What follows belongs to an exercise in optimizing a design on an open flow for small area, a short achievable clock period and few clock cycles; a production flow would make more cautious choices. The RTL was checked by simulation tests, not by an equivalence proof against the original design.

==> inputs of v14 <==
## systolic_tpu
module systolic_tpu
(
    input  logic                   clk,
    input  logic                   rst_n,
    input  logic                   start_valid,
    output logic                   start_ready,
    input  logic [DIM_W-1:0]       k_dim,
    input  logic [DIM_W-1:0]       m_dim,
    input  logic [DIM_W-1:0]       n_dim,
    output logic [INDEX_W-1:0]     a_index,
    input  logic [OPND_WORD_W-1:0] a_data,
    output logic [INDEX_W-1:0]     b_index,
    input  logic [OPND_WORD_W-1:0] b_data,
    output logic                   c_wr_en,
    output logic [INDEX_W-1:0]     c_index,
    output logic [C_WORD_W-1:0]    c_data
);
clock: 7.0 ns
lec_check: 0
abc_area: 1
cap_margin: 20
core_margin: 2
core_utilization: 55
setup_slack_margin: 3.7
slew_margin: 20
tns_end_percent: 10
run.sh (not shown) runs the stock make flow with config.mk's settings and CLKGATE_MAP_FILE= SYNTH_SCRIPT=/design/flow/synth_recipe.tcl, a recipe that flattens the netlist after the stock synthesis.
==> v22 (differences from v14) <==
--- a/flow/design.v
+++ b/flow/design.v
@@ -1,14 +1,14 @@
 package tpu_pkg;
     localparam int ARRAY_DIM = 4;
     localparam int DATA_W = 8;
     localparam int ACC_W  = 32;
     localparam int SUM_W  = 24;
-    localparam int NCY    = 8;
+    localparam int NCY    = 11;
     localparam int OPND_WORD_W = ARRAY_DIM * DATA_W;
     localparam int C_WORD_W = ARRAY_DIM * ACC_W;
     localparam int INDEX_W = 16;
     localparam int IDX_W = 14;
     localparam int DIM_W = 8;
     localparam logic [1:0] PH_READ  = 2'd0;
     localparam logic [1:0] PH_GAP   = 2'd1;
     localparam logic [1:0] PH_DRAIN = 2'd2;
@@ -309,17 +309,17 @@
     for (genvar j = 0; j < 4; j++) begin : g_pp
         logic d1, d2, d3;
         assign d1 = b_in[2*j+1:2*j] == 2'd1;
         assign d2 = b_in[2*j+1:2*j] == 2'd2;
         assign d3 = b_in[2*j+1:2*j] == 2'd3;
         assign pp[j*10 +: 10] = ({10{d1}} & a1) | ({10{d2}} & a2) | ({10{d3}} & a3_in);
     end
     assign sg = s & {SUM_W{!clear}};
-    assign cg = cy & {8{!clear}};
+    assign cg = cy & {11{!clear}};
     assign s1 = pp[4] ^ pp[12];
     assign c2 = pp[4] & pp[12];
     assign s3 = pp[5] ^ pp[13];
     assign c4 = pp[5] & pp[13];
     assign s5 = pp[6] ^ pp[14] ^ pp[22];
     assign c6 = (pp[6] & pp[14]) | (pp[6] & pp[22]) | (pp[14] & pp[22]);
     assign s7 = pp[30] ^ sg[6];
     assign c8 = pp[30] & sg[6];
@@ -402,17 +402,20 @@
     assign {cy_d[0], s_d[1:0]} = 3'({pp[1], pp[0]}) + 3'({sg[1], sg[0]});
     assign {cy_d[1], s_d[3:2]} = 3'({s57, s29}) + 3'({c56, s55});
     assign {cy_d[2], s_d[5:4]} = 3'({s61, s59}) + 3'({c60, c58});
     assign {cy_d[3], s_d[7:6]} = 3'({s65, s63}) + 3'({c64, c62});
     assign {cy_d[4], s_d[9:8]} = 3'({s69, s67}) + 3'({c68, c66});
     assign {cy_d[5], s_d[11:10]} = 3'({s73, s71}) + 3'({c72, c70});
     assign {cy_d[6], s_d[13:12]} = 3'({s77, s75}) + 3'({c76, c74});
     assign {cy_d[7], s_d[15:14]} = 3'({s81, s79}) + 3'({c80, c78});
-    assign s_d[23:16] = {sg[23], sg[22], sg[21], sg[20], sg[19], sg[18], sg[17], s83} + {1'b0, 1'b0, 1'b0, 1'b0, 1'b0, 1'b0, c84, c82};
+    assign {cy_d[8], s_d[17:16]} = 3'({sg[17], s83}) + 3'({c84, c82});
+    assign {cy_d[9], s_d[19:18]} = 3'({sg[19], sg[18]}) + 3'({1'b0, cg[8]});
+    assign {cy_d[10], s_d[21:20]} = 3'({sg[21], sg[20]}) + 3'({1'b0, cg[9]});
+    assign s_d[23:22] = {sg[23], sg[22]} + {1'b0, cg[10]};
     always_ff @(posedge clk) begin
         s  <= s_d;
         cy <= cy_d;
     end
 endmodule
 module sum_resolve
 (
     input  logic [SUM_W-1:0] s,
@@ -447,20 +450,32 @@
     assign g[5] = &s[13:12] & cy[5];
     assign p[5] = (&s[13:12] & !cy[5]) | (s[13:12] == 2'd2 & cy[5]);
     assign cin[6] = g[5] | (p[5] & cin[5]);
     assign sum[13:12] = s[13:12] + 2'(cy[5]) + 2'(cin[5]);
     assign g[6] = &s[15:14] & cy[6];
     assign p[6] = (&s[15:14] & !cy[6]) | (s[15:14] == 2'd2 & cy[6]);
     assign cin[7] = g[6] | (p[6] & cin[6]);
     assign sum[15:14] = s[15:14] + 2'(cy[6]) + 2'(cin[6]);
-    assign g[7] = &s[23:16] & cy[7];
-    assign p[7] = (&s[23:16] & !cy[7]) | (s[23:16] == 8'd254 & cy[7]);
+    assign g[7] = &s[17:16] & cy[7];
+    assign p[7] = (&s[17:16] & !cy[7]) | (s[17:16] == 2'd2 & cy[7]);
     assign cin[8] = g[7] | (p[7] & cin[7]);
-    assign sum[23:16] = s[23:16] + 8'(cy[7]) + 8'(cin[7]);
+    assign sum[17:16] = s[17:16] + 2'(cy[7]) + 2'(cin[7]);
+    assign g[8] = &s[19:18] & cy[8];
+    assign p[8] = (&s[19:18] & !cy[8]) | (s[19:18] == 2'd2 & cy[8]);
+    assign cin[9] = g[8] | (p[8] & cin[8]);
+    assign sum[19:18] = s[19:18] + 2'(cy[8]) + 2'(cin[8]);
+    assign g[9] = &s[21:20] & cy[9];
+    assign p[9] = (&s[21:20] & !cy[9]) | (s[21:20] == 2'd2 & cy[9]);
+    assign cin[10] = g[9] | (p[9] & cin[9]);
+    assign sum[21:20] = s[21:20] + 2'(cy[9]) + 2'(cin[9]);
+    assign g[10] = &s[23:22] & cy[10];
+    assign p[10] = (&s[23:22] & !cy[10]) | (s[23:22] == 2'd2 & cy[10]);
+    assign cin[11] = g[10] | (p[10] & cin[10]);
+    assign sum[23:22] = s[23:22] + 2'(cy[10]) + 2'(cin[10]);
 endmodule
 `timescale 1ns/1ps
 import tpu_pkg::*;
 module result_drain
 (
     input  logic                                 clk,
     input  logic                                 rst_n,
     input  logic                                 start_accept,
==> flow/config.mk (replaced) <==
export PLATFORM = sky130hd
export DESIGN_NAME = systolic_tpu
export DESIGN_NICKNAME = systolic_tpu
export VERILOG_FILES = /design/flow/design.v
export SDC_FILE = /design/flow/constraint.sdc
export NUM_CORES = 4
export LEC_CHECK = 0
export ABC_AREA = 1
export CAP_MARGIN = 20
export CORE_MARGIN = 2
export CORE_UTILIZATION = 40
export SETUP_SLACK_MARGIN = 3.0
export SLEW_MARGIN = 20
==> flow_summary.yaml <==
run_status:
  status: "complete, no violations"
timing:
  whs_ns: 0.326
cells_and_area:
  multi_input_area_um2: 37600
  drive_gt1_share_pct: 12.8
  layout.nets: 8885
clock_network:
  cts-resized-gates: 409
die:
  chipHeight_um: 343
  dieArea_um2: 118000
yosys:
  synth_cells: 7348
min_path:
  min-delay-start: "operand_skew_i.g_col[3].a_dly[1][6]"
# the run above: v14

==> flow_summary.yaml <==
run_status:
  status: "complete, no violations"
timing:
  whs_ns: 0.324
cells_and_area:
  multi_input_area_um2: 36100
  drive_gt1_share_pct: 4.73
clock_network:
  cts-resized-gates: 19
min_path:
  min-delay-start: "operand_skew_i.g_col[3].a_dly[1][3]"
die:
  chipHeight_um: 404
  dieArea_um2: 164000
# the run above: v22

Testbench counts of v14, summed over its fixed seeds: cycles 41,281.
Testbench counts of v22, summed over its fixed seeds: cycles 41,281.

* * *

==> inputs of build 13 <==
Another version of the RTL of systolic_tpu (not shown whole).
==> flow/config.mk <==
export PLATFORM = sky130hd
export DESIGN_NAME = systolic_tpu
export DESIGN_NICKNAME = systolic_tpu
export VERILOG_FILES = /design/flow/design.v
export SDC_FILE = /design/flow/constraint.sdc
export NUM_CORES = 4
export LEC_CHECK = 0
export CAP_MARGIN = 20
export CORE_MARGIN = 2
export CORE_UTILIZATION = 40
export SETUP_SLACK_MARGIN = 3.0
export SLEW_MARGIN = 20
==> flow/constraint.sdc <==
create_clock -name core_clock -period 7.0 [get_ports {clk}]
set_input_delay 1.4000 -clock core_clock [delete_from_list [all_inputs] [get_ports {clk}]]
set_output_delay 1.4000 -clock core_clock [all_outputs]
set_load 0.01 [all_outputs]
==> build 94: changes against build 13 <==
--- a/flow/design.v
+++ b/flow/design.v
@@ -29,109 +29,97 @@
     output logic [INDEX_W-1:0] b_index,
     output logic               rd,
     output logic               first_k,
     output logic               tile_done,
     output logic [1:0]         tile_cols_m1
 );
     logic               busy;
-    logic               first;
     logic [1:0]         phase;
     logic [DIM_W-1:0]   k_m1;
     logic [DIM_W-3:0]   m_last;
     logic [DIM_W-3:0]   n_last;
     logic [1:0]         v_last;
     logic [DIM_W-3:0]   mt_cnt;
     logic [DIM_W-3:0]   nt_cnt;
     logic [DIM_W-1:0]   k_cnt;
     logic [1:0]         cnt;
     logic [IDX_W-1:0]   a_idx;
     logic [IDX_W-1:0]   b_idx;
     logic [IDX_W-1:0]   b_base;
     logic [DIM_W-1:0]   m_dim_m1;
     logic [DIM_W-1:0]   n_dim_m1;
-    logic               accept;
-    logic               step;
-    logic               k1_first;
-    logic [IDX_W-1:0]   a_cur;
-    logic [IDX_W-1:0]   b_cur;
+    logic [DIM_W-1:0]   k_m1_e;
+    logic [DIM_W-3:0]   m_last_e;
+    logic [DIM_W-3:0]   n_last_e;
+    logic [1:0]         v_last_e;
     logic               last_k;
     logic               last_mt;
     logic               last_nt;
-    logic [1:0]         gap;
     assign m_dim_m1 = m_dim - 1'b1;
     assign n_dim_m1 = n_dim - 1'b1;
-    assign accept   = start_valid && !busy;
-    assign step     = busy && phase == PH_READ;
-    assign k1_first = first && k_m1 == '0;
-    assign a_cur    = k1_first ? '0 : a_idx;
-    assign b_cur    = k1_first ? '0 : b_idx;
-    assign last_k   = k1_first || k_cnt == k_m1;
-    assign last_mt  = mt_cnt == m_last;
-    assign last_nt  = nt_cnt == n_last;
-    assign rd           = accept || (step && !k1_first);
-    assign first_k      = accept || k_cnt == '0;
-    assign tile_done    = step && last_k;
-    assign tile_cols_m1 = last_mt ? v_last : 2'd3;
-    assign gap = k_m1[DIM_W-1:2] == '0 && tile_cols_m1 > k_m1[1:0] ?
-                 tile_cols_m1 - k_m1[1:0] : 2'd0;
-    always_ff @(posedge clk) begin
-        if (accept) begin
-            k_m1   <= k_dim - 1'b1;
-            m_last <= m_dim_m1[DIM_W-1:2];
-            n_last <= n_dim_m1[DIM_W-1:2];
-            v_last <= m_dim_m1[1:0];
-        end
-    end
+    assign k_m1_e   = busy ? k_m1   : k_dim - 1'b1;
+    assign m_last_e = busy ? m_last : m_dim_m1[DIM_W-1:2];
+    assign n_last_e = busy ? n_last : n_dim_m1[DIM_W-1:2];
+    assign v_last_e = busy ? v_last : m_dim_m1[1:0];
+    assign rd       = busy ? phase == PH_READ : start_valid;
+    assign last_k   = k_cnt == k_m1_e;
+    assign last_mt  = mt_cnt == m_last_e;
+    assign last_nt  = nt_cnt == n_last_e;
+    assign first_k      = k_cnt == '0;
+    assign tile_done    = rd && last_k;
+    assign tile_cols_m1 = last_mt ? v_last_e : 2'd3;
     always_ff @(posedge clk or negedge rst_n) begin
         if (!rst_n) begin
             busy   <= 1'b0;
-            first  <= 1'b0;
             phase  <= PH_READ;
+            k_m1   <= '0;
+            m_last <= '0;
+            n_last <= '0;
+            v_last <= '0;
             mt_cnt <= '0;
             nt_cnt <= '0;
             k_cnt  <= '0;
             cnt    <= '0;
             a_idx  <= '0;
             b_idx  <= '0;
             b_base <= '0;
         end else begin
-            first <= accept;
-            if (accept) begin
-                busy  <= 1'b1;
-                phase <= PH_READ;
-                k_cnt <= 8'd1;
-                a_idx <= 14'd1;
-                b_idx <= 14'd1;
-            end else if (step) begin
+            if (!busy && start_valid) begin
+                busy   <= 1'b1;
+                k_m1   <= k_m1_e;
+                m_last <= m_last_e;
+                n_last <= n_last_e;
+                v_last <= v_last_e;
+            end
+            if (rd) begin
                 if (!last_k) begin
                     k_cnt <= k_cnt + 1'b1;
                     a_idx <= a_idx + 1'b1;
                     b_idx <= b_idx + 1'b1;
                 end else begin
                     k_cnt <= '0;
-                    cnt   <= gap;
+                    cnt   <= tile_cols_m1;
                     if (!last_mt) begin
                         mt_cnt <= mt_cnt + 1'b1;
-                        a_idx  <= a_cur + 1'b1;
+                        a_idx  <= a_idx + 1'b1;
                         b_idx  <= b_base;
-                        phase  <= gap == 2'd0 ? PH_READ : PH_GAP;
+                        phase  <= tile_cols_m1 == 2'd0 ? PH_READ : PH_GAP;
                     end else if (!last_nt) begin
                         mt_cnt <= '0;
                         nt_cnt <= nt_cnt + 1'b1;
                         a_idx  <= '0;
-                        b_idx  <= b_cur + 1'b1;
-                        b_base <= b_cur + 1'b1;
-                        phase  <= gap == 2'd0 ? PH_READ : PH_GAP;
+                        b_idx  <= b_idx + 1'b1;
+                        b_base <= b_idx + 1'b1;
+                        phase  <= tile_cols_m1 == 2'd0 ? PH_READ : PH_GAP;
                     end else begin
                         mt_cnt <= '0;
                         nt_cnt <= '0;
                         a_idx  <= '0;
                         b_idx  <= '0;
                         b_base <= '0;
-                        cnt    <= tile_cols_m1;
                         phase  <= PH_DRAIN;
                     end
                 end
             end else if (busy) begin
                 cnt <= cnt - 1'b1;
                 if (phase == PH_GAP && cnt == 2'd1) begin
                     phase <= PH_READ;
@@ -150,44 +138,27 @@
     assign a_index     = {{(INDEX_W-IDX_W){1'b0}}, a_idx};
     assign b_index     = {{(INDEX_W-IDX_W){1'b0}}, b_idx};
 endmodule
 `timescale 1ns/1ps
 import tpu_pkg::*;
 module operand_skew
 (
-    input  logic                                 clk,
-    input  logic                                 rd,
-    input  logic                                 first_k,
-    input  logic [OPND_WORD_W-1:0]               a_data,
-    input  logic [OPND_WORD_W-1:0]               b_data,
-    output logic [OPND_WORD_W-1:0]               a_col,
-    output logic [ARRAY_DIM*OPND_WORD_W-1:0]     b_col,
-    output logic [ARRAY_DIM-1:0]                 clr_col
+    input  logic                   clk,
+    input  logic                   rd,
+    input  logic                   first_k,
+    input  logic [OPND_WORD_W-1:0] a_data,
+    input  logic [OPND_WORD_W-1:0] b_data,
+    output logic [OPND_WORD_W-1:0] a_q,
+    output logic [OPND_WORD_W-1:0] b_q,
+    output logic                   clear
 );
-    logic [OPND_WORD_W-1:0] b_dly [ARRAY_DIM];
-    logic                   clr_dly [ARRAY_DIM];
     always_ff @(posedge clk) begin
-        b_dly[0]   <= b_data;
-        clr_dly[0] <= rd && first_k;
-        for (int c = 1; c < ARRAY_DIM; c++) begin
-            b_dly[c]   <= b_dly[c-1];
-            clr_dly[c] <= clr_dly[c-1];
-        end
-    end
-    for (genvar c = 0; c < ARRAY_DIM; c++) begin : g_col
-        logic [DATA_W-1:0] a_dly [c+1];
-        always_ff @(posedge clk) begin
-            a_dly[0] <= rd ? a_data[OPND_WORD_W-1-c*DATA_W -: DATA_W] : '0;
-            for (int i = 1; i <= c; i++) begin
-                a_dly[i] <= a_dly[i-1];
-            end
-        end
-        assign a_col[OPND_WORD_W-1-c*DATA_W -: DATA_W]        = a_dly[c];
-        assign b_col[c*OPND_WORD_W +: OPND_WORD_W]            = b_dly[c];
-        assign clr_col[c]                                     = clr_dly[c];
+        a_q   <= rd ? a_data : '0;
+        b_q   <= b_data;
+        clear <= rd && first_k;
     end
 endmodule
 `timescale 1ns/1ps
 import tpu_pkg::*;
 module mac_pe
 (
     input  logic              clk,
@@ -574,17 +545,17 @@
     output logic [INDEX_W-1:0]     c_index,
     output logic [C_WORD_W-1:0]    c_data
 );
     logic                                 rd;
     logic                                 first_k;
     logic                                 tile_done;
     logic [1:0]                           tile_cols_m1;
-    logic [ARRAY_DIM-1:0]                 clr_col;
-    logic [OPND_WORD_W-1:0]               a_col;
-    logic [ARRAY_DIM*OPND_WORD_W-1:0]     b_col;
+    logic                                 clear;
+    logic [OPND_WORD_W-1:0]               a_q;
+    logic [OPND_WORD_W-1:0]               b_q;
     logic [ARRAY_DIM*ARRAY_DIM*SUM_W-1:0] s_flat;
     logic [ARRAY_DIM*ARRAY_DIM*NCY-1:0]   cy_flat;
     tile_sequencer tile_sequencer_i (
         .clk          (clk),
         .rst_n        (rst_n),
         .start_valid  (start_valid),
         .k_dim        (k_dim),
@@ -600,25 +571,25 @@
     );
     operand_skew operand_skew_i (
         .clk     (clk),
         .rd      (rd),
         .first_k (first_k),
         .a_data  (a_data),
         .b_data  (b_data),
-        .a_col   (a_col),
-        .b_col   (b_col),
-        .clr_col (clr_col)
+        .a_q     (a_q),
+        .b_q     (b_q),
+        .clear   (clear)
     );
     for (genvar r = 0; r < ARRAY_DIM; r++) begin : g_row
         for (genvar c = 0; c < ARRAY_DIM; c++) begin : g_col
             mac_pe mac_pe_i (
                 .clk   (clk),
-                .clear (clr_col[c]),
-                .a_in  (a_col[OPND_WORD_W-1-c*DATA_W -: DATA_W]),
-                .b_in  (b_col[c*OPND_WORD_W + OPND_WORD_W-1-r*DATA_W -: DATA_W]),
+                .clear (clear),
+                .a_in  (a_q[OPND_WORD_W-1-c*DATA_W -: DATA_W]),
+                .b_in  (b_q[OPND_WORD_W-1-r*DATA_W -: DATA_W]),
                 .s     (s_flat[(r*ARRAY_DIM+c)*SUM_W +: SUM_W]),
                 .cy    (cy_flat[(r*ARRAY_DIM+c)*NCY +: NCY])
             );
         end
     end
     result_drain result_drain_i (
         .clk          (clk),
Settings changed: ABC_CLOCK_PERIOD_IN_PS from default to 3500, SETUP_SLACK_MARGIN 3.0 to 3.5.
==> run notes <==
Of build 94 and build 13, build 94 has the higher register-to-register slack (gap 50 ps).
Between build 13 and build 94, the lower critical path depth is in build 94 (gap 2).
Via count: build 13 is lower than build 94 (about 6%).
Between build 94 and build 13, the lower global-route usage is in build 13 (gap 4.2 points).
==> figures <==
Outcome: build 94 timing/DRC/antenna clean; build 13 timing/DRC/antenna clean
Clock buf/inv share: build 94 3.97%; build 13 4.72%
Fraction of final layout cells sized beyond drive strength 1: build 94 20.3%; build 13 5.85%
WL final: build 94 222000 microns; build 13 192000 microns
Number of non-clock buffers: build 94 790; build 13 357
Global routing usage on met3: build 94 6.23%; build 13 5.50%
GR Util met1: build 94 33.3%; build 13 32.2%
Multi-input logic area: build 94 46700 sq um; build 13 43900 sq um
Final-layout clock buffer total: build 94 137; build 13 136
Die ar.: build 94 164000 sq um; build 13 170000 sq um
Top cell type's share of synthesized area: build 94 27.4%; build 13 26.4%
Testbench counts of build 13, summed over its fixed seeds: cycles 41,281.
Testbench counts of build 94, summed over its fixed seeds: cycles 43,639.

-- port drivers added, routing unchanged --
The results above use ideal ports. As a check the final layouts listed here were re-extracted and re-timed, cells and wires unchanged. Step 1 (the two cells are an assumption about what drives the block):
set clk [get_ports {clk}]
set_driving_cell -lib_cell sky130_fd_sc_hd__clkbuf_16 $clk
set_driving_cell -lib_cell sky130_fd_sc_hd__buf_2 [delete_from_list [all_inputs] $clk]
Step 2 also shifts input and output timing later by t, the mid clock arrival at the registers, as if the neighbouring blocks saw the same clock. Slacks: ideal / step 1 / step 2; pairs: ideal / step 1.
| run | t (ns) | slack for setup (ns) | clock arrival spread, ns | slew at the worst register clock pin (ns) |
|---|---|---|---|---|
| v14 | 0.806 | 3.626 / 3.625 / 3.064 | 0.038 / 0.038 | 0.07 / 0.07 |
| v22 | 0.827 | 3.064 / 3.064 / 2.810 | 0.080 / 0.080 | 0.07 / 0.07 |
| build 13 | 0.806 | 3.076 / 3.076 / 3.076 | 0.070 / 0.071 | 0.07 / 0.07 |
| build 94 | 0.805 | 3.123 / 3.123 / 2.814 | 0.046 / 0.046 | 0.07 / 0.07 |
After both steps every run listed still meets setup and hold. For v14, which loses most, drivers alone change the setup slack by -0.001 ns; drivers and shift together by -0.562 ns.
